Source: an optimization exercise on an open RTL-to-GDS flow (aim: small area). Production flows keep margins and buffers that such runs may drop.
Function was checked by simulation only, so behaviour that the tests miss may differ from the original.
No activity file was given, so power comes from the tool's default toggle rates.

**flow/flow/run.sh**
```bash
#!/bin/bash
# Standard ORFS layout, but the port buffers use the plain smallest buffer
# (buffer_ports otherwise picks the weakest-drive buffer, a large delay cell).
set -euo pipefail
export BUFFER_PORTS_ARGS="-buffer_cell sky130_fd_sc_hd__buf_1"
bash standard.sh > standard.log 2>&1
```
**flow/standard.sh**
```bash
#!/bin/bash
# synth_recipe.tcl (not shown) runs the flow's synth.tcl, then flattens the netlist and writes it again
# the make line also repeats each setting of config.mk as NAME=value (left out here)
make -C /OpenROAD-flow-scripts/flow DESIGN_CONFIG=/design/flow/config.mk WORK_HOME=/design/flow/orfs CLKGATE_MAP_FILE= SYNTH_SCRIPT=/design/flow/synth_recipe.tcl "${@:-finish}"
```
**flow/config.mk**
```make
export PLATFORM = sky130hd
export DESIGN_NAME = safe_bus_fabric
export DESIGN_NICKNAME = safe_bus_fabric
export VERILOG_FILES = /design/flow/design.v
export SDC_FILE = /design/flow/constraint.sdc
export NUM_CORES = 4
export LEC_CHECK = 0
export CAP_MARGIN = 20
export CORE_MARGIN = 2
export CORE_UTILIZATION = 40
export SLEW_MARGIN = 20
export SYNTH_HIERARCHICAL = 1
```
**flow/constraint.sdc**
```tcl
create_clock -name core_clock -period 6.0 [get_ports {clk_i}]
set_input_delay 1.2000 -clock core_clock [delete_from_list [all_inputs] [get_ports {clk_i}]]
set_output_delay 1.2000 -clock core_clock [all_outputs]
set_load 0.01 [all_outputs]
```
**flow/design.v**
```verilog
`timescale 1ns/1ps
package safe_mode_pkg;
  typedef enum logic [1:0] {
    MODE_INDEP = 2'd0,
    MODE_TMR   = 2'd1,
    MODE_DMR   = 2'd2
  } fabric_mode_e;
  typedef logic [$clog2(3)-1:0] hart_idx_t;
endpackage
`timescale 1ns/1ps
package safe_bus_pkg;
  typedef logic [32-1:0] addr_t;
  typedef logic [32-1:0] data_t;
  typedef enum logic {
    OP_READ  = 1'b0,
    OP_WRITE = 1'b1
  } bus_op_e;
endpackage
`timescale 1ns/1ps
module tmr_checker (
  input  logic [65:0] w0_i,
  input  logic [65:0] w1_i,
  input  logic [65:0] w2_i,
  output logic        mismatch_o
);
  assign mismatch_o = |((w0_i | w1_i | w2_i) & ~(w0_i & w1_i & w2_i));
endmodule
module dmr_checker (
  input  logic [2:0]  sel_i,
  input  logic [65:0] w0_i,
  input  logic [65:0] w1_i,
  input  logic [65:0] w2_i,
  input  logic [65:0] dly_i,
  output logic        mismatch_o
);
  logic [65:0] wp;
  assign wp = ({66{sel_i[0]}} & w0_i) | ({66{sel_i[1]}} & w1_i) | ({66{sel_i[2]}} & w2_i);
  assign mismatch_o = (wp != dly_i);
endmodule
`timescale 1ns/1ps
module mem_router (
  input  logic [65:0] w0_i,
  input  logic [65:0] w1_i,
  input  logic [65:0] w2_i,
  input  logic [2:0]  sel_own_i,
  input  logic [2:0]  sel_vote_i,
  output logic [65:0] m0_o,
  output logic [65:0] m1_o,
  output logic [65:0] m2_o
);
  logic [65:0] maj;
  assign maj  = (w0_i & w1_i) | (w0_i & w2_i) | (w1_i & w2_i);
  assign m0_o = ({66{sel_own_i[0]}} & w0_i) | ({66{sel_vote_i[0]}} & maj);
  assign m1_o = ({66{sel_own_i[1]}} & w1_i) | ({66{sel_vote_i[1]}} & maj);
  assign m2_o = ({66{sel_own_i[2]}} & w2_i) | ({66{sel_vote_i[2]}} & maj);
endmodule
module core_router (
  input  logic [33:0] r0_i,
  input  logic [33:0] r1_i,
  input  logic [33:0] r2_i,
  input  logic [33:0] dly_i,
  input  logic [2:0]  m_i,
  input  logic        tmr_i,
  input  logic [2:0]  sel_own_i,
  input  logic [2:0]  sel_dly_i,
  input  logic [2:0]  sel_park_i,
  input  logic [2:0]  park_gnt_i,
  input  logic        park_rvalid_i,
  output logic [33:0] rm_o,
  output logic [33:0] c0_o,
  output logic [33:0] c1_o,
  output logic [33:0] c2_o
);
  localparam logic [31:0] WFI_INSN = 32'h1050_0073;
  logic [33:0] park [3];
  assign rm_o = ({34{m_i[0]}} & r0_i) | ({34{m_i[1]}} & r1_i) | ({34{m_i[2]}} & r2_i);
  for (genvar i = 0; i < 3; i++) begin : gen_park
    assign park[i] = {park_gnt_i[i], park_rvalid_i, WFI_INSN};
  end
  assign c0_o = ({34{sel_own_i[0]}} & r0_i) | ({34{tmr_i}} & rm_o)
              | ({34{sel_dly_i[0]}} & dly_i) | ({34{sel_park_i[0]}} & park[0]);
  assign c1_o = ({34{sel_own_i[1]}} & r1_i) | ({34{tmr_i}} & rm_o)
              | ({34{sel_dly_i[1]}} & dly_i) | ({34{sel_park_i[1]}} & park[1]);
  assign c2_o = ({34{sel_own_i[2]}} & r2_i) | ({34{tmr_i}} & rm_o)
              | ({34{sel_dly_i[2]}} & dly_i) | ({34{sel_park_i[2]}} & park[2]);
endmodule
`timescale 1ns/1ps
module safe_bus_fabric (
  input  logic         clk_i,
  input  logic         rst_ni,
  input  logic [2:0]   core_req_i,
  input  logic [2:0]   core_op_i,
  input  logic [95:0]  core_addr_i,
  input  logic [95:0]  core_wdata_i,
  output logic [2:0]   core_gnt_o,
  output logic [2:0]   core_rvalid_o,
  output logic [95:0]  core_rdata_o,
  output logic [2:0]   mem_req_o,
  output logic [2:0]   mem_op_o,
  output logic [95:0]  mem_addr_o,
  output logic [95:0]  mem_wdata_o,
  input  logic [2:0]   mem_gnt_i,
  input  logic [2:0]   mem_rvalid_i,
  input  logic [95:0]  mem_rdata_i,
  input  logic [1:0]   mode_req_i,
  input  logic [1:0]   master_req_i,
  input  logic [2:0]   sleep_i,
  output logic [1:0]   mode_o,
  output logic [1:0]   master_o,
  output logic         tmr_error_o,
  output logic         dmr_error_o
);
  logic [1:0]  mode_q;      
  logic [1:0]  master_q;    
  logic        dmr1_q;      
  logic        fill_q;      
  logic        park_q;      
  logic        v0_q, v1_q;  
  logic [65:0] s0_req_q, s1_req_q;
  logic [33:0] s0_rsp_q, s1_rsp_q;
  logic tmr, dmr, indep;
  logic [2:0] m, p, k;   
  logic [2:0] sel_own, sel_vote, sel_dly, sel_park;
  assign tmr   = mode_q[0];
  assign dmr   = mode_q[1];
  assign indep = ~mode_q[0] & ~mode_q[1];
  assign m = {master_q[1], master_q[0], ~master_q[1] & ~master_q[0]};
  assign p = {m[1], m[0], m[2]};
  assign k = {m[0], m[2], m[1]};
  assign sel_own  = {3{indep}} | ({3{dmr}} & m);
  assign sel_vote = {3{tmr}} & m;
  assign sel_dly  = {3{dmr & v1_q}} & p;
  assign sel_park = {3{dmr}} & k;
  logic [65:0] word [3];
  logic [65:0] mem_word [3];
  logic [65:0] mem_any;
  for (genvar i = 0; i < 3; i++) begin : gen_word
    assign word[i] = {core_req_i[i], core_op_i[i], core_addr_i[32*i +: 32], core_wdata_i[32*i +: 32]};
  end
  mem_router u_mem (
    .w0_i (word[0]), .w1_i (word[1]), .w2_i (word[2]),
    .sel_own_i (sel_own), .sel_vote_i (sel_vote),
    .m0_o (mem_word[0]), .m1_o (mem_word[1]), .m2_o (mem_word[2])
  );
  assign mem_any = mem_word[0] | mem_word[1] | mem_word[2];
  for (genvar i = 0; i < 3; i++) begin : gen_mem
    assign mem_req_o[i]            = mem_word[i][65];
    assign mem_op_o[i]             = mem_word[i][64];
    assign mem_addr_o[32*i +: 32]  = mem_word[i][63:32];
    assign mem_wdata_o[32*i +: 32] = mem_word[i][31:0];
  end
  logic [33:0] rsp [3];
  logic [33:0] rsp_m;
  logic [33:0] core_word [3];
  for (genvar i = 0; i < 3; i++) begin : gen_rsp
    assign rsp[i] = {mem_gnt_i[i], mem_rvalid_i[i], mem_rdata_i[32*i +: 32]};
  end
  core_router u_core (
    .r0_i (rsp[0]), .r1_i (rsp[1]), .r2_i (rsp[2]), .dly_i (s1_rsp_q),
    .m_i (m), .tmr_i (tmr), .sel_own_i (sel_own), .sel_dly_i (sel_dly),
    .sel_park_i (sel_park), .park_gnt_i (core_req_i), .park_rvalid_i (park_q),
    .rm_o (rsp_m), .c0_o (core_word[0]), .c1_o (core_word[1]), .c2_o (core_word[2])
  );
  for (genvar i = 0; i < 3; i++) begin : gen_core
    assign core_gnt_o[i]            = core_word[i][33];
    assign core_rvalid_o[i]         = core_word[i][32];
    assign core_rdata_o[32*i +: 32] = core_word[i][31:0];
  end
  logic tmr_mismatch, dmr_mismatch;
  tmr_checker u_tmr (.w0_i(word[0]), .w1_i(word[1]), .w2_i(word[2]), .mismatch_o(tmr_mismatch));
  dmr_checker u_dmr (.sel_i(p), .w0_i(word[0]), .w1_i(word[1]), .w2_i(word[2]), .dly_i(s1_req_q),
                     .mismatch_o(dmr_mismatch));
  assign tmr_error_o = tmr & tmr_mismatch;
  assign dmr_error_o = dmr & fill_q & dmr_mismatch;
  assign mode_o      = mode_q;
  assign master_o    = master_q;
  always_ff @(posedge clk_i or negedge rst_ni) begin
    if (!rst_ni) begin
      mode_q   <= 2'd0;
      master_q <= 2'd0;
      dmr1_q   <= 1'b0;
      fill_q   <= 1'b0;
      park_q   <= 1'b0;
      v0_q     <= 1'b0;
      v1_q     <= 1'b0;
    end else begin
      if (&sleep_i) begin
        if (mode_req_i != 2'd3)   mode_q   <= mode_req_i;
        if (master_req_i != 2'd3) master_q <= master_req_i;
      end
      dmr1_q <= dmr;
      fill_q <= dmr & dmr1_q;
      park_q <= dmr & |(k & core_req_i);
      if (dmr) begin
        v0_q <= 1'b1;
        v1_q <= v0_q;
      end
    end
  end
  always_ff @(posedge clk_i) begin
    s0_req_q <= mem_any;
    s1_req_q <= s0_req_q;
  end
  always_ff @(posedge clk_i) begin
    if (dmr) begin
      s0_rsp_q <= rsp_m;
      s1_rsp_q <= s0_rsp_q;
    end
  end
endmodule
```
==> results of run 1 <==
-- layer usage --
layer	routed length (microns)	vias up	global-route usage, %	share of wire [%]
met5	28	-	0	0.046
met1	22900	7124	42.0	38
met2	28800	1028	55.6	48
li1	-	6534	-	-
met3	5990	157	6.32	9.9
met4	2770	4	14.1	4.6
-- modules after synthesis (local to each module, per instance) --
module | copies in the design | cell area [sq um] | flip-flops and latches
mem_router | 1 | 2820 | 0
core_router | 1 | 2060 | 0
dmr_checker | 1 | 1500 | 0
tmr_checker | 1 | 1050 | 0
safe_bus_fabric | 1 | 5580 | 209
-- worst min-delay path by stage --
| stage | endpoint | slack, ns | cells past startpoint |
|---|---|---|---|
| after floorplan | s1_req_q[0] | 0.31 | 0 |
| after global placement | s1_req_q[45] | 0.31 | 0 |
| after detailed placement | s1_req_q[3] | 0.31 | 0 |
| after CTS | s1_req_q[11] | 0.32 | 0 |
| after global routing | s1_req_q[11] | 0.32 | 0 |
| final | s1_req_q[11] | 0.32 | 0 |
-- layout make-up --
type	instances	area share [%]
Antenna cell	4	0.0623
Clock buffer	38	4.45
Clock inverter	6	0.179
Inverter	38	0.887
Multi-Input combinational cell	928	45.0
Sequential cell	209	30.6
Tap cell	442	3.44
Timing Repair Buffer	631	15.4
-- registers in the layout, indices dropped and copies added, names as in the netlist --
name	count
dmr1_q	1
s0_req_q	66
v1_q	1
s1_req_q	66
park_q	1
fill_q	1
mode_q	2
s0_rsp_q	34
v0_q	1
s1_rsp_q	34
master_q	2
-- synthesized netlist by cell type (36+ instances only) --
library cell,instances,share of area (%)
maj3_2,66,5.7
o21ai_1,87,3.3
a22oi_1,73,4.2
or3_1,76,3.7
xnor2_1,36,2.4
dfxtp_1,132,20
nor3_1,60,2.3
inv_1,37,1.1
and3_1,59,2.8
a222oi_1,106,8.2
a22o_1,198,13
clkbuf_1,41,1.2
edfxtp_1,68,16
-- power by group --
| group | switching (mW) | internal [mW] | total (mW) |
|---|---|---|---|
| clock | 0.576 | 0.815 | 1.39 |
| combinational | 2.02 | 1.06 | 3.08 |
| sequential | 0.168 | 1.90 | 2.07 |
-- cells by family after synthesis --
kind of cell | share of synthesized area (%)
compound gates | 33.5
simple gates | 11.5
flops | 37.7
buf+inv | 6.99
xor+xnor | 4.44
fa+ha+maj | 5.71
mux | 0.0866
-- worst max-delay path, cell delays in order, from the launching register on --
cell	delay (ns)
dfrtp_4	0.50
nor2_4	0.55
buf_12	0.30
a222oi_1	0.16
xnor2_1	0.20
nor4_1	0.68
nand4_1	0.19
nor4_2	0.22
nand3_1	0.20
and3_1	0.24
buf_1	0.15
-- metrics by stage --
step / util (%) / hold WS [ns] / setup slack [ns] / cell area (sq um) / cells
6_report: 49.8 / 0.322 / 0.844 / 16100 / 2296
5_1_grt: 49.8 / 0.324 / 0.792 / 16100 / 2295
4_1_cts: 49.8 / 0.323 / 0.846 / 16100 / 2292
3_5_place_dp: 47.5 / 0.312 / 1.17 / 15300 / 2248
3_3_place_gp: 47.4 / 0.310 / 1.20 / 15300 / 2248
2_1_floorplan: - / 0.310 / 1.57 / 13000 / 1293
==> flow_summary_export.csv, run 1 <==
group,metric,value,unit
job,maxCapViolCount,0,
grt,antenna_found_initial,5,
drt,drt-initial-drc-count,1899,
worst_setup_path,reg2regPathDepth,6,
worst_setup_path,startpoint_type,"register",
worst_setup_path,crit_required,4.80,ns
grt,grt_max_degree,108,
worst_setup_path,r2r_end,"s0_req_q[30]",
min_path,min_path_type,"reg -> reg",
clocking,clock_sinks,209,
placement,hpwlAfterDp,44.6,mm
drt,drt_pass1_iterations,10,
grt,grt_pass1_vias,13200,
cells_and_area,register_area,4920,sq um
clocking,hold_buffers,0,
power_and_ir_drop,p_total,6.54,mW
sta,tightest_slew,1.10,ns
clocking,postCtsSetupBuffers,0,
clocking,cts_made_buffers,24,
die,die_w,184,microns
cells_and_area,layout_commonest_cell,"buf_1",
sta,period_share,85.9,%
cells_and_area,num-fill-cells,3149,
die,core_area,32300,sq um
worst_setup_path,crit_path_start,"master_q[1]",
die,num_rows,66,
grt,grtUsageTotal,33.3,%
clocking,cts-htree-levels,1,
worst_setup_path,cp.arrival,3.96,ns
sta,slew_headroom,26.7,%
clocking,cts_resized,0,
sta,rsz0062_at_grt,"no",
clocking,clk_latency,0.52,ns
yosys,synth.distinct_cells,44,
drt,vias_per_cell,6.47,
die,start_util,40.3,%
yosys,synth-seq-cells,209,
worst_setup_path,crit_type,"reg -> out",
worst_setup_path,endpoint,"dmr_error_o",
clocking,path_clk_slew,0.06,ns
worst_setup_path,cp_max_fo,35,
die,ios,615,
clocking,cts_tree,"yes",
placement,io_buffers,614,
worst_setup_path,end_kind,"output pin",
yosys,synth_nets,1602,
power_and_ir_drop,ir_worst_vdd,246,uV
worst_setup_path,r2r_setup_slack,3.09,ns
cells_and_area,multi_input_area,7240,sq um
sta,finalHoldViolCount,0,
drt,wire_per_inst,26.3,microns
cells_and_area,fin_nets,2141,
die,die_h,184,microns
worst_setup_path,timing.rr.start,"master_q[0]",
min_path,min_from,"s0_req_q[11]",
outcome,outcome,"finished clean",
clocking,clk_path_buf_depth,3,
drt,route.detailed.drc,0,
sta,tns,0,ns
yosys,postSynthAreaPerCell,10.1,sq um
grt,grt_overflow,0,
sta,fin_crit,5.16,ns
yosys,syn_area,13000,sq um
yosys,synth-async-reset-ratio,4.31,%
cells_and_area,drive_gt1_share,7.41,%
die,fp.dieArea,34000,sq um
sta,finClkSkew,0.0139,ns
grt,grt_pass1_wl,85.8,mm
cells_and_area,final_cell_mix,"614 x buf_1, 198 x a22o_1, 132 x dfxtp_1",
clocking,cts-root-buf,"clkbuf_16",
drt,num_vias,14800,
sta,fmax,194,MHz
cells_and_area,area_delta_synth_final,23.6,%
yosys,synthFlopType,"dfxtp_1",
sta,setup_viol,0,
placement,gp_congestion,0.901,
power_and_ir_drop,leakage,5.58,nW
yosys,yosys_warnings,15,
drt,drtAntennaViolNets,0,
yosys,ys_seq_area_share,37.7,%
yosys,synth_edf_count,68,
power_and_ir_drop,power-per-cell-area,407,nW/um^2
yosys,synth_cells,1293,
drt,wirelength,60.5,mm
sta,maxSlewViolCount,0,
==> run 2, diff against run 1 <==
==> flow/flow/run.sh (replaced) <==
#!/bin/bash
# Standard ORFS layout with two changes that only affect buffering:
#  * the port buffers use the plain smallest buffer (buffer_ports otherwise
#    picks the weakest-drive buffer, a large delay cell);
#  * clock tree synthesis uses small clock buffers and no dummy loads.
set -euo pipefail
export BUFFER_PORTS_ARGS="-buffer_cell sky130_fd_sc_hd__buf_1"
export CTS_ARGS="-sink_clustering_enable -repair_clock_nets -dont_use_dummy_load -buf_list {sky130_fd_sc_hd__clkbuf_4 sky130_fd_sc_hd__clkbuf_8}"
bash standard.sh > standard.log 2>&1
==> run 2 against run 1 <==
Against the previous run: maximum frequency is 0.54% lower; sequential cell count stayed put; core utilization shrank 0.72 points; via count up 0.37%; worst setup slack worse by 0.028 ns; clock skew increased by 0.030 ns; critical path depth stayed put; sequential share of layout area increased by 0.45 points; sequential power hardly changed; critical endpoint unchanged; largest cell class unchanged.
==> flow_summary_export.csv, run 2 <==
group,metric,value,unit
sta,fmax,193,MHz
placement,io_buffers,614,
drt,wire_per_inst,26.5,microns
worst_setup_path,crit_buf_inv,2,
sta,tightest_slew,1.08,ns
yosys,synthTopCellsByArea,"dfxtp_1 20%, edfxtp_1 16%, a22o_1 13%",
sta,rsz0062_at_grt,"no",
clocking,cts-root-buf,"clkbuf_8",
yosys,synth-seq-cells,209,
grt,grt_pass1_wl,86.0,mm
min_path,min_path_type,"reg -> reg",
sta,finalHoldViolCount,0,
sta,tns,0,ns
yosys,synthFlopType,"dfxtp_1",
worst_setup_path,crit_type,"reg -> out",
clocking,cts_resized,0,
clocking,cts_tree,"yes",
worst_setup_path,crit_required,4.80,ns
worst_setup_path,end_kind,"output pin",
worst_setup_path,crit_path_cell_trace,"nor2_4 > buf_12 > a222oi_1 > xnor2_1 > nor4_1 > nand4_1 > nor4_2 > nand3_1 > and3_1 > buf_1",
placement,gp_congestion,0.901,
placement,hpwlAfterDp,44.6,mm
clocking,cts_made_buffers,37,
cells_and_area,register_area,4920,sq um
grt,grt_overflow,0,
worst_setup_path,cp_max_fo,35,
die,fp.dieArea,34000,sq um
yosys,synth.distinct_cells,44,
die,ios,615,
drt,drt_pass1_iterations,10,
yosys,synth_nets,1602,
worst_setup_path,startpoint_type,"register",
power_and_ir_drop,power-per-cell-area,392,nW/um^2
clocking,clk_latency,0.52,ns
drt,vias_per_cell,6.51,
cells_and_area,fin_nets,2154,
sta,setup_viol,0,
yosys,synth_largest_area_cell,"dfxtp_1",
yosys,ys_seq_area_share,37.7,%
yosys,syn_area,13000,sq um
die,start_util,40.3,%
drt,drt-initial-drc-count,1999,
worst_setup_path,worst_path_max_delay_cell,"nor4_1",
sta,hold_ws,0.308,ns
sta,finClkSkew,0.0437,ns
yosys,synth_cells,1293,
cells_and_area,num-fill-cells,3179,
yosys,synth_top_area_share,20.3,%
drt,wirelength,60.6,mm
cells_and_area,multi_input_area,7240,sq um
die,core_area,32300,sq um
outcome,outcome,"finished clean",
worst_setup_path,max_stage_delay,0.71,ns
worst_setup_path,crit_family,"simple AND/OR/NAND/NOR gates",
yosys,synth.most_common_cell,"a22o_1",
cells_and_area,reg.largest.list,"s0_req_q: 66 flops, s1_req_q: 66 flops",
clocking,postCtsSetupBuffers,0,
job,maxCapViolCount,0,
yosys,synth-async-reset-ratio,4.31,%
power_and_ir_drop,ir_worst_vdd,156,uV
die,num_rows,66,
clocking,cts-htree-levels,2,
yosys,synth_edf_count,68,
clocking,path_clk_slew,0.06,ns
grt,grt_max_degree,108,
sta,slew_headroom,27.7,%
worst_setup_path,cp.arrival,3.98,ns
sta,maxSlewViolCount,0,
yosys,yosys_warnings,15,
yosys,synth_common_cells,"198 x a22o_1, 132 x dfxtp_1, 106 x a222oi_1",
die,die_w,184,microns
die,die_h,184,microns
clocking,clock_sinks,209,
clocking,hold_buffers,0,
sta,period_share,86.4,%
cells_and_area,area_delta_synth_final,21.8,%
cells_and_area,drive_gt1_share,7.65,%
drt,route.detailed.drc,0,
grt,grt_pass1_vias,13300,
drt,drtAntennaViolNets,0,
cells_and_area,layout_commonest_cell,"buf_1",
grt,grtUsageTotal,33.5,%
yosys,postSynthAreaPerCell,10.1,sq um
grt,antenna_found_initial,6,
power_and_ir_drop,leakage,5.47,nW
cells_and_area,final_cell_mix,"614 x buf_1, 198 x a22o_1, 132 x dfxtp_1",
clocking,clk_path_buf_depth,3,
sta,fin_crit,5.18,ns
drt,num_vias,14900,
## run 2: cell count changes in the layout (fill, tap and decap cells not counted), sizes merged
cell / change
clkinv: -6
clkbuf: -1
diode: +1
## run 2: Yosys stat by module, one instance, submodules excluded
module | flops+latches | times used | cells inside
core_router | 0 | 1 | 323
dmr_checker | 0 | 1 | 176
mem_router | 0 | 1 | 306
safe_bus_fabric | 209 | 1 | 313
tmr_checker | 0 | 1 | 175
## run 2: final timing paths
kind	slack [ns]	end	from	cells past startpoint
min	0.31	s1_req_q[41]	s0_req_q[41]	0
min reg2reg	0.31	s1_req_q[41]	s0_req_q[41]	0
max reg2reg	3.10	s0_req_q[30]	master_q[0]	6
max	0.82	dmr_error_o	master_q[1]	10
max in group asynchronous	5.00	master_q[0]	rst_ni	1
min in group asynchronous	0.63	v1_q	rst_ni	1
## run 2: through the flow
step / power (mW) / utilization [%] / cell area [sq um] / cells / setup slack [ns]
after CTS: 6.20 / 49.0 / 15800 / 2285 / 0.841
after floorplan: 4.01 / - / 13000 / 1293 / 1.57
after global placement: 5.11 / 47.4 / 15300 / 2248 / 1.20
after global routing: 6.53 / 49.1 / 15800 / 2289 / 0.768
final: 6.22 / 49.1 / 15800 / 2290 / 0.816
after detailed placement: 5.12 / 47.5 / 15300 / 2248 / 1.17
## run 2: cells by family (layout without fill, tap and decap cells)
family                     Yosys count  after routing  synth area share [%]
AOI/OAI and AO/OA                  544            544                  33.5
and+or+nand+nor                    251            251                  11.5
DFF                                209            209                  37.7
buffers and inverters              156            706                  6.99
adders and majority gates           66             66                  5.71
xor gates and xnor gates            66             66                  4.44
muxes                                1              1                0.0866
other                                0              5                     0
## run 2: routing by layer
layer | wire [microns] | share of wire [%] | vias up | GRT usage [%]
met5 | 27 | 0.045 | - | 0
met4 | 2770 | 4.6 | 4 | 14.4
met3 | 6010 | 9.9 | 170 | 7.13
met2 | 28800 | 48 | 1021 | 55.8
met1 | 23000 | 38 | 7173 | 41.7
li1 | - | - | 6534 | -
## run 2: layout make-up
cell class	instances	share of cell area (%)
diodes	5	0.0790
clock buffers	37	3.21
inverters	38	0.900
multi-input cells	928	45.7
flip-flops and latches	209	31.1
well taps	442	3.49
repair buffers	631	15.6
## run 2: worst register-to-register path, delay by kind of cell, from the launching register on
kind,cells,cell delay (ns)
AND/OR/NAND/NOR,1,0.19
buffers and inverters,3,1.61
AO/OA/AOI/OAI,2,0.62
flip-flops,1,0.42
## run 2: report_power, final
| group | switching, mW | leakage (nW) | internal [mW] |
|---|---|---|---|
| combinational | 2.02 | 3.34 | 1.06 |
| clock | 0.518 | 0.266 | 0.544 |
| sequential | 0.168 | 1.87 | 1.91 |
| total | 2.70 | 5.47 | 3.51 |
==> run 3, diff against run 2 <==
==> flow/flow/run.sh (replaced) <==
#!/bin/bash
# ORFS layout with three changes:
#  * synthesis is the standard one (synth_recipe.tcl, same passes and register names), but
#    ABC maps with an area-oriented script (flow/abc_area_map.script) instead of the speed
#    script; the standard flow's scripts are copied and only that file is swapped;
#  * the port buffers use the plain smallest buffer (buffer_ports otherwise picks the
#    weakest-drive buffer, a large delay cell);
#  * clock tree synthesis uses mid-size clock buffers on clusters of about 14
#    flip-flops, and no dummy loads.
# Each step's full output stays in orfs/logs; make's own output goes to *.log here.
set -euo pipefail
here=$(pwd)
rm -rf "$here/scripts_abc"
cp -r "$FLOW_HOME/scripts" "$here/scripts_abc"
cp "$here/flow/abc_area_map.script" "$here/scripts_abc/abc_speed.script"
SCRIPTS_DIR="$here/scripts_abc" bash standard.sh synth > synth.log 2>&1
export BUFFER_PORTS_ARGS="-buffer_cell sky130_fd_sc_hd__buf_1"
export CTS_ARGS="-sink_clustering_enable -repair_clock_nets -dont_use_dummy_load -sink_clustering_size 14 -sink_clustering_max_diameter 70 -buf_list {sky130_fd_sc_hd__clkbuf_8}"
bash standard.sh > layout.log 2>&1
==> flow/flow/abc_area_map.script (new file) <==
strash
dch -f
amap
topo
==> run 3 against run 2 <==
Against the previous run: non-clock buffer count is 5 higher; core utilization rose by 2.7 points; die area down 7.8%; worst setup slack better by 0.059 ns; total power fell by 11%; hold slack got worse by 0.0079 ns; via count grew 6.0%; synthesized area decreased by 8.0%; sequential power about the same; clock skew down 0.0046 ns; critical path type unchanged; largest power group unchanged; highest routed layer unchanged.
==> flow_summary_export.csv, run 3 <==
group,metric,value,unit
yosys,postSynthAreaPerCell,8.49,sq um
clocking,cts-htree-levels,1,
clocking,cts_resized,0,
drt,drt_pass1_iterations,14,
sta,period_share,85.4,%
cells_and_area,drive_gt1_share,2.67,%
placement,hpwlAfterDp,43.9,mm
grt,grt_pass1_wl,86.0,mm
worst_setup_path,cp.arrival,3.93,ns
yosys,synth_nets,1718,
sta,setup_viol,0,
worst_setup_path,end_kind,"output pin",
drt,drtAntennaViolNets,0,
clocking,clk_path_buf_depth,3,
clocking,cts_tree,"yes",
cells_and_area,reg.largest.list,"s0_req_q: 66 flops, s1_req_q: 66 flops",
yosys,ys_seq_area_share,41.0,%
sta,finClkSkew,0.0391,ns
worst_setup_path,crit_required,4.80,ns
die,ios,615,
cells_and_area,final_cell_mix,"614 x buf_1, 268 x nand2_1, 264 x o21ai_0",
clocking,clk_latency,0.53,ns
placement,io_buffers,614,
grt,grt_pass1_vias,14000,
sta,tightest_slew,0.855,ns
clocking,clock_sinks,209,
worst_setup_path,reg2regPathDepth,7,
sta,fin_crit,5.13,ns
yosys,synthFlopType,"dfxtp_1",
yosys,synth.distinct_cells,25,
yosys,synthTopCellsByArea,"dfxtp_1 22%, edfxtp_1 17%, a222oi_1 14%",
placement,pre_cts_ws,1.40,ns
grt,grt_max_degree,67,
worst_setup_path,cp_max_fo,60,
sta,finalHoldViolCount,0,
power_and_ir_drop,leakage,5.02,nW
drt,vias_per_cell,6.43,
die,start_util,40.5,%
grt,antenna_found_initial,6,
yosys,syn_area,12000,sq um
sta,rsz0062_at_grt,"no",
grt,grtUsageTotal,35.7,%
placement,gp_congestion,0.954,
yosys,synth_xor_area_share,0,%
drt,drt-initial-drc-count,2724,
min_path,min_path_cells,0,
yosys,synth_common_cells,"268 x nand2_1, 264 x o21ai_0, 170 x a222oi_1",
cells_and_area,layout_commonest_cell,"buf_1",
clocking,cts_made_buffers,20,
drt,route.detailed.drc,0,
clocking,path_clk_slew,0.09,ns
cells_and_area,multi_input_area,6860,sq um
cells_and_area,register_area,4920,sq um
yosys,yosys.area_share.simple,18.7,%
sta,fmax,195,MHz
drt,num_vias,15800,
drt,wire_per_inst,24.2,microns
worst_setup_path,r2r_setup_slack,2.59,ns
drt,wirelength,59.5,mm
power_and_ir_drop,ir_worst_vdd,185,uV
clocking,cts-root-buf,"clkbuf_8",
sta,slew_headroom,43.0,%
die,num_rows,63,
yosys,synth_top_family_by_area,"compound AO/OA/AOI/OAI gates",
yosys,synth_edf_count,68,
yosys,synth_compound_area_share,38.2,%
worst_setup_path,startpoint_type,"register",
outcome,outcome,"finished clean",
sta,setup_ws,0.875,ns
yosys,synth-seq-cells,209,
yosys,synth_mux_area_share,0,%
yosys,synth.most_common_cell,"nand2_1",
grt,grt_overflow,0,
yosys,synth-async-reset-ratio,4.31,%
clocking,hold_buffers,0,
die,die_h,177,microns
yosys,synth_largest_area_cell,"dfxtp_1",
yosys,synth_cells,1409,
die,fp.dieArea,31300,sq um
yosys,yosys_warnings,15,
cells_and_area,num-fill-cells,2989,
power_and_ir_drop,power-per-cell-area,364,nW/um^2
cells_and_area,area_delta_synth_final,27.8,%
job,maxCapViolCount,0,
yosys,yosys.area_share.adder,0,%
yosys,synth_top_area_share,22.1,%
cells_and_area,fin_nets,2372,
die,core_area,29600,sq um
die,die_w,177,microns
cells_and_area,final_core_util,51.7,%
clocking,postCtsSetupBuffers,0,
sta,maxSlewViolCount,0,
min_path,min_path_type,"reg -> reg",
worst_setup_path,crit_type,"reg -> out",
==> run 3: cell count changes in the layout (fill, tap and decap cells not counted), sizes merged, moves of 56 or more <==
cell    change
a22o      -198
maj3       -66
a31oi      +66
a221o      +72
a22oi      -73
o21ai     +162
nand2     +268
a222oi     +64
clkinv     +56
and3       -58
==> run 3: area by class of cell <==
type / instances / share of cell area [%]
antenna: 6 / 0.0982
clock buffer: 20 / 1.80
inverter: 59 / 1.45
multi-input combinational: 1137 / 44.9
sequential: 209 / 32.2
tap: 390 / 3.19
timing repair buffer: 636 / 16.4
==> run 3: routing by layer <==
metal  up-vias  part of all wire [%]  track usage [%]
li1       7205                     -                -
met1      7304                    38             45.6
met2      1110                    47             59.7
met3       179                   9.8             5.99
met4         2                   4.7             14.6
met5         -                 0.017                0
==> run 3: per-stage QoR <==
step	cell area [sq um]	hold WS (ns)	instances	power (mW)	TNS [ns]
after global placement	15000	0.310	2431	4.77	0
final	15300	0.300	2457	5.56	0
after global routing	15300	0.294	2456	5.88	0
after CTS	15300	0.283	2451	5.54	0
after detailed placement	15000	0.312	2431	4.78	0
after floorplan	12000	0.310	1409	3.54	-2.64
==> run 3: kinds of logic (layout without fill, tap and decap cells) <==
| family | after synthesis | in the layout |
|---|---|---|
| flops | 209 | 209 |
| other cells | 0 | 6 |
| compound gates | 637 | 637 |
| simple gates | 500 | 500 |
| buf+inv | 63 | 715 |
==> run 3: worst max-delay path, cell delays in order (launching register included) <==
cell and delay, ns:
dfrtp_4 0.84, buf_4 0.73, a222oi_1 0.19, nand2_1 0.12
o21ai_0 0.13, nor4_1 0.43, nand4_1 0.22, nor2_1 0.24
nand3_1 0.11, and3_1 0.19, buf_1 0.16
==> run 3: Yosys stat by module (local to each module, per instance) <==
| module | cells | area, sq um | flip-flops and latches | times used |
|---|---|---|---|---|
| mem_router | 465 | 2410 | 0 | 1 |
| dmr_checker | 221 | 1380 | 0 | 1 |
| tmr_checker | 155 | 882 | 0 | 1 |
| safe_bus_fabric | 318 | 5540 | 209 | 1 |
| core_router | 250 | 1760 | 0 | 1 |
==> run 3: path summary, 6_finish.rpt <==
path,start,endpoint
worst min-delay path,s0_req_q[65],s1_req_q[65]
min in group asynchronous,rst_ni,master_q[0]
worst max-delay path,master_q[0],dmr_error_o
max in group asynchronous,rst_ni,master_q[1]
worst min register to register,s0_req_q[65],s1_req_q[65]
worst max register to register,master_q[1],s0_req_q[35]
==> run 3: power breakdown <==
group          switching, mW  internal [mW]  leakage, nW  total [mW]
clock network          0.452          0.298        0.144       0.750
logic                   1.88          0.841         3.01        2.72
registers              0.204           1.88         1.87        2.09
==> run 4, diff against run 3 <==
--- a/flow/design.v
+++ b/flow/design.v
@@ -31,10 +31,10 @@
   input  logic [65:0] w1_i,
   input  logic [65:0] w2_i,
-  input  logic [65:0] dly_i,
+  input  logic [65:0] dly_n_i,
   output logic        mismatch_o
 );
   logic [65:0] wp;
   assign wp = ({66{sel_i[0]}} & w0_i) | ({66{sel_i[1]}} & w1_i) | ({66{sel_i[2]}} & w2_i);
-  assign mismatch_o = (wp != dly_i);
+  assign mismatch_o = (wp != ~dly_n_i);
 endmodule
 `timescale 1ns/1ps
@@ -59,5 +59,5 @@
   input  logic [33:0] r1_i,
   input  logic [33:0] r2_i,
-  input  logic [33:0] dly_i,
+  input  logic [33:0] dly_n_i,
   input  logic [2:0]  m_i,
   input  logic        tmr_i,
@@ -67,5 +67,5 @@
   input  logic [2:0]  park_gnt_i,
   input  logic        park_rvalid_i,
-  output logic [33:0] rm_o,
+  output logic [33:0] rm_n_o,
   output logic [33:0] c0_o,
   output logic [33:0] c1_o,
@@ -74,14 +74,15 @@
   localparam logic [31:0] WFI_INSN = 32'h1050_0073;
   logic [33:0] park [3];
-  assign rm_o = ({34{m_i[0]}} & r0_i) | ({34{m_i[1]}} & r1_i) | ({34{m_i[2]}} & r2_i);
+  logic [33:0] rm, t, dly;
+  assign rm     = ({34{m_i[0]}} & r0_i) | ({34{m_i[1]}} & r1_i) | ({34{m_i[2]}} & r2_i);
+  assign rm_n_o = ~rm;
+  assign dly    = ~dly_n_i;
+  assign t      = {34{tmr_i}} & rm;
   for (genvar i = 0; i < 3; i++) begin : gen_park
     assign park[i] = {park_gnt_i[i], park_rvalid_i, WFI_INSN};
   end
-  assign c0_o = ({34{sel_own_i[0]}} & r0_i) | ({34{tmr_i}} & rm_o)
-              | ({34{sel_dly_i[0]}} & dly_i) | ({34{sel_park_i[0]}} & park[0]);
-  assign c1_o = ({34{sel_own_i[1]}} & r1_i) | ({34{tmr_i}} & rm_o)
-              | ({34{sel_dly_i[1]}} & dly_i) | ({34{sel_park_i[1]}} & park[1]);
-  assign c2_o = ({34{sel_own_i[2]}} & r2_i) | ({34{tmr_i}} & rm_o)
-              | ({34{sel_dly_i[2]}} & dly_i) | ({34{sel_park_i[2]}} & park[2]);
+  assign c0_o = ({34{sel_own_i[0]}} & r0_i) | t | ({34{sel_dly_i[0]}} & dly) | ({34{sel_park_i[0]}} & park[0]);
+  assign c1_o = ({34{sel_own_i[1]}} & r1_i) | t | ({34{sel_dly_i[1]}} & dly) | ({34{sel_park_i[1]}} & park[1]);
+  assign c2_o = ({34{sel_own_i[2]}} & r2_i) | t | ({34{sel_dly_i[2]}} & dly) | ({34{sel_park_i[2]}} & park[2]);
 endmodule
 `timescale 1ns/1ps
@@ -117,6 +118,6 @@
   logic        park_q;      
   logic        v0_q, v1_q;  
-  logic [65:0] s0_req_q, s1_req_q;
-  logic [33:0] s0_rsp_q, s1_rsp_q;
+  logic [65:0] s0_req_q, s1_req_q;    
+  logic [33:0] s0_rsp_q, s1_rsp_q;    
   logic tmr, dmr, indep;
   logic [2:0] m, p, k;   
@@ -134,5 +135,5 @@
   logic [65:0] word [3];
   logic [65:0] mem_word [3];
-  logic [65:0] mem_any;
+  logic [65:0] mem_none;
   for (genvar i = 0; i < 3; i++) begin : gen_word
     assign word[i] = {core_req_i[i], core_op_i[i], core_addr_i[32*i +: 32], core_wdata_i[32*i +: 32]};
@@ -143,5 +144,5 @@
     .m0_o (mem_word[0]), .m1_o (mem_word[1]), .m2_o (mem_word[2])
   );
-  assign mem_any = mem_word[0] | mem_word[1] | mem_word[2];
+  assign mem_none = ~(mem_word[0] | mem_word[1] | mem_word[2]);
   for (genvar i = 0; i < 3; i++) begin : gen_mem
     assign mem_req_o[i]            = mem_word[i][65];
@@ -151,5 +152,5 @@
   end
   logic [33:0] rsp [3];
-  logic [33:0] rsp_m;
+  logic [33:0] rsp_m_n;
   logic [33:0] core_word [3];
   for (genvar i = 0; i < 3; i++) begin : gen_rsp
@@ -157,8 +158,8 @@
   end
   core_router u_core (
-    .r0_i (rsp[0]), .r1_i (rsp[1]), .r2_i (rsp[2]), .dly_i (s1_rsp_q),
+    .r0_i (rsp[0]), .r1_i (rsp[1]), .r2_i (rsp[2]), .dly_n_i (s1_rsp_q),
     .m_i (m), .tmr_i (tmr), .sel_own_i (sel_own), .sel_dly_i (sel_dly),
     .sel_park_i (sel_park), .park_gnt_i (core_req_i), .park_rvalid_i (park_q),
-    .rm_o (rsp_m), .c0_o (core_word[0]), .c1_o (core_word[1]), .c2_o (core_word[2])
+    .rm_n_o (rsp_m_n), .c0_o (core_word[0]), .c1_o (core_word[1]), .c2_o (core_word[2])
   );
   for (genvar i = 0; i < 3; i++) begin : gen_core
@@ -169,5 +170,5 @@
   logic tmr_mismatch, dmr_mismatch;
   tmr_checker u_tmr (.w0_i(word[0]), .w1_i(word[1]), .w2_i(word[2]), .mismatch_o(tmr_mismatch));
-  dmr_checker u_dmr (.sel_i(p), .w0_i(word[0]), .w1_i(word[1]), .w2_i(word[2]), .dly_i(s1_req_q),
+  dmr_checker u_dmr (.sel_i(p), .w0_i(word[0]), .w1_i(word[1]), .w2_i(word[2]), .dly_n_i(s1_req_q),
                      .mismatch_o(dmr_mismatch));
   assign tmr_error_o = tmr & tmr_mismatch;
@@ -199,10 +200,10 @@
   end
   always_ff @(posedge clk_i) begin
-    s0_req_q <= mem_any;
+    s0_req_q <= mem_none;
     s1_req_q <= s0_req_q;
   end
   always_ff @(posedge clk_i) begin
     if (dmr) begin
-      s0_rsp_q <= rsp_m;
+      s0_rsp_q <= rsp_m_n;
       s1_rsp_q <= s0_rsp_q;
     end
==> run 4 against run 3 <==
Against the previous run: still clean on timing, DRC and antenna; sequential power hardly changed; synthesized area down 1.6%; sequential share of layout area shrank 0.58 points; sequential cell count unchanged; hold slack improved by 0.0060 ns; wire length up 3.7%; maximum frequency is 13% lower; critical path type unchanged; critical endpoint unchanged; largest power group unchanged; highest routed layer unchanged.
==> flow_summary_export.csv, run 4 <==
group,metric,value,unit
worst_setup_path,end_kind,"output pin",
placement,io_buffers,614,
drt,route.detailed.drc,0,
die,die_h,176,microns
yosys,synth-async-reset-ratio,4.31,%
outcome,outcome,"finished clean",
sta,finClkSkew,0.0364,ns
cells_and_area,final_core_util,54.0,%
worst_setup_path,cp.arrival,4.71,ns
power_and_ir_drop,leakage,5.15,nW
yosys,ys_seq_area_share,41.7,%
yosys,synth_nets,1737,
yosys,syn_area,11800,sq um
die,core_area,28900,sq um
min_path,min_path_type,"reg -> reg",
drt,vias_per_cell,6.36,
yosys,synth_edf_count,68,
yosys,synth_largest_area_cell,"dfxtp_1",
yosys,synth_cells,1428,
power_and_ir_drop,combPwrFrac,50.0,%
grt,grt_pass1_wl,87.0,mm
cells_and_area,drive_gt1_share,4.58,%
clocking,cts_made_buffers,20,
drt,drt_pass1_iterations,17,
clocking,hold_buffers,0,
worst_setup_path,cp_max_fo,3,
power_and_ir_drop,netSwitchingPower,2.59,mW
sta,period_share,98.6,%
sta,tightest_slew,0.961,ns
yosys,postSynthAreaPerCell,8.25,sq um
cells_and_area,final_cell_mix,"613 x buf_1, 274 x o21ai_0, 209 x nand2_1",
drt,num_vias,16000,
power_and_ir_drop,seq_power_share,36.5,%
power_and_ir_drop,swShare,45.9,%
clocking,cts-htree-levels,1,
grt,grt_pass1_vias,13900,
yosys,synth.distinct_cells,24,
grt,grtUsageTotal,37.0,%
drt,wire_per_inst,24.5,microns
cells_and_area,register_area,4920,sq um
sta,fin_crit,5.91,ns
clocking,clk_latency,0.52,ns
yosys,synth-seq-cells,209,
yosys,synth_top_area_share,22.4,%
sta,fmax,169,MHz
grt,grt_max_degree,74,
placement,hpwlAfterDp,44.9,mm
cells_and_area,layout_commonest_cell,"buf_1",
sta,tns,0,ns
sta,rsz0062_at_grt,"no",
cells_and_area,fin_nets,2430,
die,die_w,176,microns
grt,grt-busiest-layer,"met2",
die,fp.dieArea,30800,sq um
power_and_ir_drop,ir_worst_vdd,147,uV
die,ios,615,
sta,setup_viol,0,
clocking,path_clk_slew,0.09,ns
grt,use_met2,62.0,%
job,maxCapViolCount,0,
yosys,synth.most_common_cell,"o21ai_0",
placement,gp_congestion,0.977,
yosys,yosys_warnings,15,
clocking,clk_path_buf_depth,3,
drt,drt-initial-drc-count,2948,
grt,grt_overflow,0,
yosys,synthFlopType,"dfxtp_1",
yosys,synth_common_cells,"274 x o21ai_0, 209 x nand2_1, 167 x a222oi_1",
drt,drtAntennaViolNets,0,
cells_and_area,num-fill-cells,2890,
worst_setup_path,crit_required,4.80,ns
worst_setup_path,startpoint_type,"register",
clocking,cts_tree,"yes",
clocking,cts-root-buf,"clkbuf_8",
sta,finalHoldViolCount,0,
die,start_util,40.8,%
power_and_ir_drop,power-per-cell-area,362,nW/um^2
die,num_rows,62,
sta,slew_headroom,35.9,%
grt,antenna_found_initial,17,
drt,wirelength,61.7,mm
grt,gr-usage-met3,6.80,%
clocking,clock_sinks,209,
grt,use_met1,46.0,%
worst_setup_path,crit_type,"reg -> out",
sta,maxSlewViolCount,0,
yosys,synthTopCellsByArea,"dfxtp_1 22%, edfxtp_1 17%, a222oi_1 14%",
cells_and_area,multi_input_area,6810,sq um
cells_and_area,reg.largest.list,"s0_req_q: 66 flops, s1_req_q: 66 flops",
power_and_ir_drop,internal_power,3.05,mW
cells_and_area,area_delta_synth_final,32.2,%
power_and_ir_drop,power.share.clock,13.5,%
-- run 4: cell types whose count changed in the layout (fill, tap and decap cells not counted), sizes merged, moves of 15 or more --
cell	delta
a21oi	+117
a221o	-72
or3	-66
nor3	+65
nand2	-59
nor2	+39
buf	+38
clkinv	-33
or4	+21
xor2	+16
nor4	-15
-- run 4: final timing paths --
check,slack (ns),startpoint,endpoint,cells after the start
setup / recovery,0.09,master_q[1],dmr_error_o,11
hold / removal,0.31,s0_req_q[63],s1_req_q[63],0
setup reg to reg,2.48,master_q[0],s0_req_q[9],9
hold reg to reg,0.31,s0_req_q[63],s1_req_q[63],0
max in group asynchronous,4.92,rst_ni,master_q[0],1
min in group asynchronous,0.63,rst_ni,park_q,1
-- run 4: per-module statistics from Yosys, one instance, submodules excluded --
| module | flip-flops and latches | cells |
|---|---|---|
| safe_bus_fabric | 209 | 318 |
| mem_router | 0 | 465 |
| core_router | 0 | 283 |
| dmr_checker | 0 | 207 |
| tmr_checker | 0 | 155 |
-- run 4: per-stage QoR --
step | setup slack (ns) | power (mW) | area [sq um] | instances | hold slack (ns)
after floorplan | 0.0113 | 3.51 | 11800 | 1428 | 0.310
after global placement | 0.00203 | 4.76 | 15000 | 2468 | 0.310
after detailed placement | -0.0432 | 4.79 | 15100 | 2470 | 0.312
after CTS | -0.0141 | 5.56 | 15400 | 2492 | 0.310
after global routing | 0.00925 | 5.94 | 15600 | 2515 | 0.318
final | 0.0857 | 5.64 | 15600 | 2520 | 0.306
-- run 4: cell families after synthesis --
| kind of cell | Yosys count | synth area share [%] |
|---|---|---|
| compound gates | 693 | 38.1 |
| xor+xnor | 16 | 1.19 |
| buf+inv | 30 | 1.08 |
| flops | 209 | 41.7 |
| simple gates | 480 | 17.9 |
-- run 4: layout make-up --
class | instances | share of cell area [%]
Clock buffer | 20 | 1.77
Timing Repair Buffer | 675 | 18.9
Multi-Input combinational cell | 1189 | 43.7
Tap cell | 384 | 3.09
Inverter | 26 | 0.627
Antenna cell | 17 | 0.273
Sequential cell | 209 | 31.6
-- run 4: critical path: stages, from the launching register on --
cell and delay (ns):
dfrtp_4 0.51, buf_6 0.15, buf_4 0.15, a222oi_1 0.62
a21oi_1 0.22, or4_1 0.53, or4_4 0.43, or4_4 0.43
or4_4 0.41, or4_4 0.43, and3_1 0.18, buf_4 0.15
-- run 4: metal layers --
metal	wire, microns	vias to the layer above
met5	27	-
met4	3220	4
met3	6750	173
met2	29200	1191
met1	22500	7337
li1	-	7317
-- run 4: power by group through the flow --
stage | Combinational, mW | Clock (mW) | Sequential [mW]
after global placement | 2.68 | 0 | 2.08
after CTS | 2.72 | 0.786 | 2.06
after global routing | 3.02 | 0.825 | 2.10
final | 2.82 | 0.763 | 2.06
after detailed placement | 2.70 | 0 | 2.09
after floorplan | 1.40 | 0 | 2.10
-- run 4: timing repair --
item,CTS,global route
endpoints found under the setup margin,1,1
pin swaps,3,11
gates cloned,0,1
gates resized for setup,3,10
setup buffers,2,10
endpoints found under the hold margin,0,0
==> run 5, diff against run 4 <==
--- a/flow/config.mk
+++ b/flow/config.mk
@@ -7,4 +7,6 @@
 export LEC_CHECK = 0
 export CAP_MARGIN = 20
+export CELL_PAD_IN_SITES_DETAIL_PLACEMENT = 1
+export CELL_PAD_IN_SITES_GLOBAL_PLACEMENT = 1
 export CORE_MARGIN = 2
 export CORE_UTILIZATION = 40
==> run 5 against run 4 <==
Against the previous run: first-iteration DRC count down 22%; synthesized area did not move; register-to-register slack better by 0.14 ns; critical endpoint unchanged; largest power group unchanged; die area is the same; highest routed layer is now met4; synthesized cell count did not move; still clean.
==> flow_summary_export.csv, run 5 <==
group,metric,value,unit
clocking,cts_tree,"yes",
clocking,cts_made_buffers,19,
die,start_util,40.8,%
sta,maxSlewViolCount,0,
power_and_ir_drop,internal_power,3.02,mW
clocking,cts-root-buf,"clkbuf_8",
worst_setup_path,crit_family,"simple AND/OR/NAND/NOR gates",
power_and_ir_drop,swShare,46.8,%
grt,antenna_found_initial,9,
power_and_ir_drop,netSwitchingPower,2.66,mW
yosys,synth_cells,1428,
yosys,synthFlopType,"dfxtp_1",
grt,grt_max_degree,72,
clocking,path_clk_slew,0.09,ns
placement,gp_congestion,0.952,
sta,period_share,99.6,%
die,num_rows,62,
drt,drt_pass1_iterations,13,
drt,drtAntennaViolNets,0,
yosys,synth-async-reset-ratio,4.31,%
sta,finalHoldViolCount,0,
job,maxCapViolCount,0,
power_and_ir_drop,power-per-cell-area,366,nW/um^2
yosys,syn_area,11800,sq um
worst_setup_path,startpoint_type,"register",
cells_and_area,area_delta_synth_final,31.8,%
die,core_area,28900,sq um
yosys,synth_edf_count,68,
clocking,clock_sinks,209,
cells_and_area,reg.largest.list,"s0_req_q: 66 flops, s1_req_q: 66 flops",
placement,hpwlAfterDp,47.5,mm
worst_setup_path,crit_required,4.80,ns
worst_setup_path,cp_max_fo,8,
yosys,synth_nets,1737,
die,die_w,176,microns
power_and_ir_drop,ir_worst_vdd,171,uV
drt,drt-initial-drc-count,2300,
die,fp.dieArea,30800,sq um
drt,wirelength,65.3,mm
worst_setup_path,crit_path_start,"master_q[1]",
power_and_ir_drop,leakage,5.14,nW
yosys,synth_common_cells,"274 x o21ai_0, 209 x nand2_1, 167 x a222oi_1",
worst_setup_path,timing.rr.start,"master_q[0]",
worst_setup_path,end_kind,"output pin",
worst_setup_path,cp_common_cell,"or4_1",
worst_setup_path,max_stage_delay,0.62,ns
sta,tightest_slew,1.12,ns
yosys,synth_largest_area_cell,"dfxtp_1",
power_and_ir_drop,power.share.clock,13.5,%
yosys,synthTopCellsByArea,"dfxtp_1 22%, edfxtp_1 17%, a222oi_1 14%",
cells_and_area,layout_commonest_cell,"buf_1",
drt,route.detailed.drc,0,
yosys,yosys_warnings,15,
cells_and_area,register_area,4920,sq um
worst_setup_path,crit_path_cell_trace,"nor2_4 > buf_12 > a222oi_1 > a21oi_1 > or4_1 > or4_4 > or4_4 > or4_1 > or4_1 > and3_1 > buf_2",
yosys,synth.distinct_cells,24,
min_path,min_from,"s0_req_q[4]",
clocking,clk_path_buf_depth,3,
cells_and_area,drive_gt1_share,4.44,%
power_and_ir_drop,seq_power_share,36.5,%
grt,grt_pass1_vias,15600,
yosys,ys_seq_area_share,41.7,%
worst_setup_path,worst_path_max_delay_cell,"a222oi_1",
drt,num_vias,16300,
drt,vias_per_cell,6.47,
die,ios,615,
outcome,outcome,"finished clean",
sta,setup_viol,0,
yosys,postSynthAreaPerCell,8.25,sq um
sta,slew_headroom,25.1,%
cells_and_area,fin_nets,2428,
drt,wire_per_inst,25.9,microns
min_path,min_path_type,"reg -> reg",
yosys,synth.most_common_cell,"o21ai_0",
sta,fin_crit,5.97,ns
cells_and_area,multi_input_area,6800,sq um
clocking,clk_latency,0.55,ns
cells_and_area,num-fill-cells,3882,
sta,fmax,167,MHz
cells_and_area,final_cell_mix,"612 x buf_1, 274 x o21ai_0, 209 x nand2_1",
yosys,synth_top_area_share,22.4,%
sta,finClkSkew,0.0388,ns
power_and_ir_drop,combPwrFrac,49.9,%
grt,grt_pass1_wl,94.3,mm
clocking,cts-htree-levels,1,
worst_setup_path,crit_type,"reg -> out",
placement,io_buffers,614,
grt,grtUsageTotal,39.4,%
die,die_h,176,microns
placement,placed_area,15000,sq um
yosys,synth-seq-cells,209,
worst_setup_path,cp.arrival,4.77,ns
worst_setup_path,crit_buf_inv,2,
cells_and_area,fin_area,15500,sq um
sta,hold_ws,0.292,ns
sta,rsz0062_at_grt,"yes",
grt,grt_overflow,0,
[run 5: cell counts after synthesis]
Identical to the previous run, type by type.
[run 5: Yosys stat by module, one instance, submodules excluded]
module	cell area [sq um]	times used	flip-flops and latches
core_router	1610	1	0
dmr_checker	1420	1	0
mem_router	2410	1	0
safe_bus_fabric	5450	1	209
tmr_checker	882	1	0
[run 5: through the flow]
step	std cells	setup TNS (ns)	util (%)	worst slack (ns)	total power, mW
after floorplan	1428	0	-	0.0113	3.51
after global placement	2468	-0.0147	52.0	-0.0147	4.73
after detailed placement	2468	-0.0140	52.0	-0.0140	4.81
after CTS	2492	0	53.1	0.000445	5.58
after global routing	2511	-0.0343	53.7	-0.0343	5.97
final	2519	0	53.8	0.0268	5.68
[run 5: layout make-up]
| cell class | instances | area share [%] |
|---|---|---|
| Clock buffer | 19 | 1.69 |
| Antenna cell | 18 | 0.290 |
| Tap cell | 384 | 3.10 |
| Inverter | 26 | 0.629 |
| Timing Repair Buffer | 674 | 18.8 |
| Multi-Input combinational cell | 1189 | 43.8 |
| Sequential cell | 209 | 31.7 |
[run 5: worst paths after layout]
path                                     end  slack (ns)  cells past startpoint
worst max-delay path             dmr_error_o        0.03                     11
worst min-delay path             s1_req_q[4]        0.29                      0
worst max register to register  s0_req_q[36]        2.62                      9
worst min register to register   s1_req_q[4]        0.29                      0
max in group asynchronous        master_q[0]        4.99                      1
min in group asynchronous          mode_q[0]        0.60                      1
[run 5: cells by family (layout without fill, tap and decap cells)]
| family | Yosys count | count (layout) | synth area share [%] |
|---|---|---|---|
| buffers and inverters | 30 | 719 | 1.08 |
| DFF | 209 | 209 | 41.7 |
| and+or+nand+nor | 480 | 480 | 17.9 |
| AOI/OAI and AO/OA | 693 | 693 | 38.1 |
| xor gates and xnor gates | 16 | 16 | 1.19 |
| other | 0 | 18 | 0 |
[run 5: what timing repair did]
| item | CTS | global route |
|---|---|---|
| setup endpoints to repair | 1 | 1 |
| gates cloned | 0 | 3 |
| resized for setup | 0 | 10 |
| pin swaps | 1 | 8 |
| buffers inserted | 5 | 6 |
| endpoints found under the hold margin | 0 | 0 |
| hold buffers | 0 | 0 |
[run 5: routing by layer]
layer	track usage [%]	share of wire, %	vias up
li1	-	-	7295
met1	45.9	36	7877
met2	67.5	49	932
met3	8.48	9.0	201
met4	21.2	5.9	0
met5	0	0	-
[run 5: worst register-to-register path, stage by stage, from the launching register on]
cell,delay [ns]
dfrtp_4,0.47
buf_4,0.13
buf_12,0.19
buf_4,0.54
clkinv_1,0.39
nor2_1,0.21
inv_2,0.29
buf_4,0.40
o21ai_0,0.42
nor3_1,0.17
[run 5: power by group through the flow]
stage	logic (mW)	registers, mW	clock network, mW
final	2.84	2.08	0.770
after global routing	3.04	2.11	0.826
after CTS	2.74	2.07	0.776
after detailed placement	2.70	2.11	0
after global placement	2.65	2.08	0
after floorplan	1.40	2.10	0
==> run 6, diff against run 5 <==
--- a/flow/design.v
+++ b/flow/design.v
@@ -22,7 +22,11 @@
   input  logic [65:0] w1_i,
   input  logic [65:0] w2_i,
-  output logic        mismatch_o
-);
-  assign mismatch_o = |((w0_i | w1_i | w2_i) & ~(w0_i & w1_i & w2_i));
+  output logic [5:0]  mismatch_o
+);
+  logic [65:0] ne;
+  assign ne = (w0_i | w1_i | w2_i) & ~(w0_i & w1_i & w2_i);
+  for (genvar g = 0; g < 6; g++) begin : gen_grp
+    assign mismatch_o[g] = |ne[11*g +: 11];
+  end
 endmodule
 module dmr_checker (
@@ -32,9 +36,12 @@
   input  logic [65:0] w2_i,
   input  logic [65:0] dly_n_i,
-  output logic        mismatch_o
-);
-  logic [65:0] wp;
+  output logic [5:0]  mismatch_o
+);
+  logic [65:0] wp, ne;
   assign wp = ({66{sel_i[0]}} & w0_i) | ({66{sel_i[1]}} & w1_i) | ({66{sel_i[2]}} & w2_i);
-  assign mismatch_o = (wp != ~dly_n_i);
+  assign ne = wp ^ ~dly_n_i;
+  for (genvar g = 0; g < 6; g++) begin : gen_grp
+    assign mismatch_o[g] = |ne[11*g +: 11];
+  end
 endmodule
 `timescale 1ns/1ps
@@ -168,10 +175,10 @@
     assign core_rdata_o[32*i +: 32] = core_word[i][31:0];
   end
-  logic tmr_mismatch, dmr_mismatch;
+  logic [5:0] tmr_mismatch, dmr_mismatch;
   tmr_checker u_tmr (.w0_i(word[0]), .w1_i(word[1]), .w2_i(word[2]), .mismatch_o(tmr_mismatch));
   dmr_checker u_dmr (.sel_i(p), .w0_i(word[0]), .w1_i(word[1]), .w2_i(word[2]), .dly_n_i(s1_req_q),
                      .mismatch_o(dmr_mismatch));
-  assign tmr_error_o = tmr & tmr_mismatch;
-  assign dmr_error_o = dmr & fill_q & dmr_mismatch;
+  assign tmr_error_o = tmr & |tmr_mismatch;
+  assign dmr_error_o = dmr & fill_q & |dmr_mismatch;
   assign mode_o      = mode_q;
   assign master_o    = master_q;
==> run 6 against run 5 <==
Against the previous run: core utilization decreased by 1.4 points; clock power decreased by 5.3%; combinational power shrank 4%; first-iteration DRC count is 1.0% lower; sequential power hardly changed; critical path depth is 1 lower; register-to-register slack got worse by 0.46 ns; clock skew is 0.023 ns lower; maximum frequency increased by 4.5%; critical path type unchanged.
==> flow_summary_export.csv, run 6 <==
group,metric,value,unit
sta,fin_crit,5.72,ns
drt,route.detailed.drc,0,
worst_setup_path,cp_common_cell,"or4_1",
min_path,min_from,"s0_req_q[26]",
cells_and_area,final_cell_mix,"614 x buf_1, 280 x o21ai_0, 215 x nand2_1",
clocking,postCtsSetupBuffers,0,
sta,rsz0062_at_grt,"no",
job,maxCapViolCount,0,
clocking,cts_resized,0,
cells_and_area,area_delta_synth_final,28.0,%
clocking,cts-root-buf,"clkbuf_8",
clocking,clk_latency,0.51,ns
worst_setup_path,end_kind,"output pin",
yosys,ys_seq_area_share,41.5,%
drt,drt-initial-drc-count,2276,
min_path,min_path_cells,0,
min_path,min_path_type,"reg -> reg",
yosys,synthTopCellsByArea,"dfxtp_1 22%, edfxtp_1 17%, a222oi_1 14%",
cells_and_area,layout_commonest_cell,"buf_1",
sta,finClkSkew,0.0157,ns
sta,maxSlewViolCount,0,
outcome,outcome,"finished clean",
drt,wirelength,61.9,mm
yosys,synth.most_common_cell,"o21ai_0",
clocking,cts_made_buffers,18,
worst_setup_path,startpoint_type,"register",
sta,period_share,95.3,%
drt,drtAntennaViolNets,0,
worst_setup_path,r2r_setup_slack,2.16,ns
sta,tightest_slew,1.18,ns
cells_and_area,reg.largest.list,"s0_req_q: 66 flops, s1_req_q: 66 flops",
yosys,syn_area,11800,sq um
min_path,whs_endpoint,"s1_req_q[26]",
yosys,synth_common_cells,"280 x o21ai_0, 215 x nand2_1, 167 x a222oi_1",
cells_and_area,final_cells,2495,
die,die_h,176,microns
placement,post-place-cells,2465,
worst_setup_path,r2r_end,"s0_req_q[55]",
yosys,synth-async-reset-ratio,4.31,%
die,fp.dieArea,31000,sq um
grt,grtUsageTotal,38.1,%
clocking,path_clk_slew,0.09,ns
worst_setup_path,reg2regPathDepth,8,
drt,wire_per_inst,24.8,microns
drt,drt_pass1_iterations,11,
power_and_ir_drop,leakage,4.88,nW
yosys,synth_largest_area_cell,"dfxtp_1",
yosys,yosys_warnings,15,
worst_setup_path,cp_max_fo,41,
yosys,postSynthAreaPerCell,8.18,sq um
worst_setup_path,crit_type,"reg -> out",
grt,antenna_found_initial,13,
placement,hpwlAfterDp,46.5,mm
grt,grt_overflow,0,
clocking,clk_path_buf_depth,3,
power_and_ir_drop,power-per-cell-area,367,nW/um^2
placement,gp_congestion,0.910,
sta,finalHoldViolCount,0,
sta,setup_ws,0.282,ns
sta,slew_headroom,21.3,%
worst_setup_path,crit_required,4.80,ns
grt,grt_pass1_vias,15200,
placement,io_buffers,614,
worst_setup_path,cp.arrival,4.52,ns
clocking,cts-htree-levels,1,
sta,fmax,175,MHz
cells_and_area,fin_nets,2410,
yosys,synthFlopType,"dfxtp_1",
clocking,clock_sinks,209,
power_and_ir_drop,ir_worst_vdd,172,uV
cells_and_area,drive_gt1_share,2.53,%
clocking,hold_buffers,0,
die,ios,615,
drt,num_vias,16100,
die,core_area,28900,sq um
worst_setup_path,crit_path_cell_trace,"nor2_4 > buf_4 > a222oi_1 > a22o_1 > or4_1 > or4_1 > or4_1 > nor2_1 > a21oi_1 > buf_1",
placement,pre_cts_ws,0.528,ns
yosys,synth.distinct_cells,26,
yosys,synth_top_area_share,22.3,%
worst_setup_path,timing.rr.start,"master_q[0]",
die,die_w,176,microns
grt,grt_pass1_wl,92.1,mm
yosys,synth_edf_count,68,
worst_setup_path,max_stage_delay,0.59,ns
die,start_util,40.9,%
sta,tns,0,ns
grt,grt_max_degree,59,
sta,setup_viol,0,
yosys,synth_cells,1447,
drt,vias_per_cell,6.47,
yosys,synth_nets,1756,
clocking,cts_tree,"yes",
power_and_ir_drop,p_total,5.55,mW
yosys,synth-seq-cells,209,
die,num_rows,62,
worst_setup_path,worst_path_max_delay_cell,"buf_4",
==> run 6: power by group <==
group | switching (mW) | internal, mW | total, mW | leakage, nW
Clock | 0.458 | 0.271 | 0.729 | 0.129
Combinational | 1.94 | 0.784 | 2.73 | 2.86
Sequential | 0.193 | 1.90 | 2.09 | 1.89
Total | 2.59 | 2.96 | 5.55 | 4.88
==> run 6: logic make-up after synthesis <==
kind of cell	share of synthesized area, %
AO/OA/AOI/OAI	38.7
AND/OR/NAND/NOR	17.6
flip-flops	41.5
buffers and inverters	1.65
XOR/XNOR	0.518
==> run 6: cell type report <==
cell class | instances | area [sq um]
inverters | 44 | 166
flip-flops and latches | 209 | 4920
clock buffers | 18 | 248
well taps | 384 | 480
repair buffers | 638 | 2520
fillers | 3905 | 13800
diodes | 12 | 30.0
multi-input cells | 1190 | 6770
==> run 6: through the flow <==
stage | area, sq um | util (%) | hold WS, ns
6_report | 15100 | 52.3 | 0.329
5_1_grt | 15100 | 52.3 | 0.339
4_1_cts | 15100 | 52.2 | 0.335
3_5_place_dp | 14900 | 51.4 | 0.313
3_3_place_gp | 14900 | 51.4 | 0.310
2_1_floorplan | 11900 | - | 0.310
==> run 6: critical path, delay by kind of cell, from the launching register on <==
kind / cells / cell delay (ns)
simple gates: 5 / 2.08
buf+inv: 2 / 0.76
compound gates: 3 / 0.58
flops: 1 / 0.58
==> run 6: Yosys stat by module, one instance, submodules excluded <==
module,flops+latches,cell area [sq um]
mem_router,0,2410
core_router,0,1610
dmr_checker,0,1460
safe_bus_fabric,209,5470
tmr_checker,0,878
==> run 6: per-layer routing <==
layer	GRT usage, %	routed length (microns)	up-vias
met4	17.8	3230	8
met3	9.24	6400	172
li1	-	-	7271
met5	0	48	-
met2	62.6	29400	971
met1	47.2	22900	7720
==> run 6: worst max path at each step <==
stage	startpoint	endpoint	slack (ns)	depth (start not counted)
final	master_q[0]	dmr_error_o	0.28	10
after global routing	master_q[0]	dmr_error_o	0.15	10
after CTS	master_q[0]	dmr_error_o	0.32	10
after detailed placement	core_addr_i[34]	dmr_error_o	0.53	10
after global placement	core_addr_i[56]	dmr_error_o	0.45	10
after floorplan	master_q[0]	core_rdata_o[10]	-0.03	5

==> what the ideal ports hide <==
Ports are ideal in the flow. The routed layouts listed here were re-timed in OpenROAD.
Step 1 (the two cells are an assumption about what drives the block):
set clk [get_ports {clk_i}]
set_driving_cell -lib_cell sky130_fd_sc_hd__clkbuf_16 $clk
set_driving_cell -lib_cell sky130_fd_sc_hd__buf_2 [delete_from_list [all_inputs] $clk]
Step 2 also shifts input and output timing later by t, the mid clock arrival at the registers, as if the neighbouring blocks saw the same clock.
a / b / c = ideal ports / drivers / drivers and shift; a / b = the first two.
run	t (ns)	setup slack, ns	worst setup path at the end	slew at the worst register clock pin (ns)	cell pins on the clock port's net
run 1	0.568	0.844 / 0.787 / 1.150	input to output	0.06 / 0.06	1
run 2	0.546	0.816 / 0.767 / 1.094	input to output	0.06 / 0.06	1
run 3	0.568	0.875 / 0.824 / 1.299	input to output	0.09 / 0.09	1
run 4	0.555	0.086 / 0.038 / 0.066	input to output	0.10 / 0.10	1
run 5	0.588	0.027 / -0.031 / 0.013	input to output	0.10 / 0.10	1
run 6	0.553	0.282 / 0.233 / 0.516	input to output	0.10 / 0.10	1
After both steps every run listed still meets setup and hold. The setup slack of run 4, which loses most, moves by -0.048 ns with the drivers and by -0.020 ns with both steps.
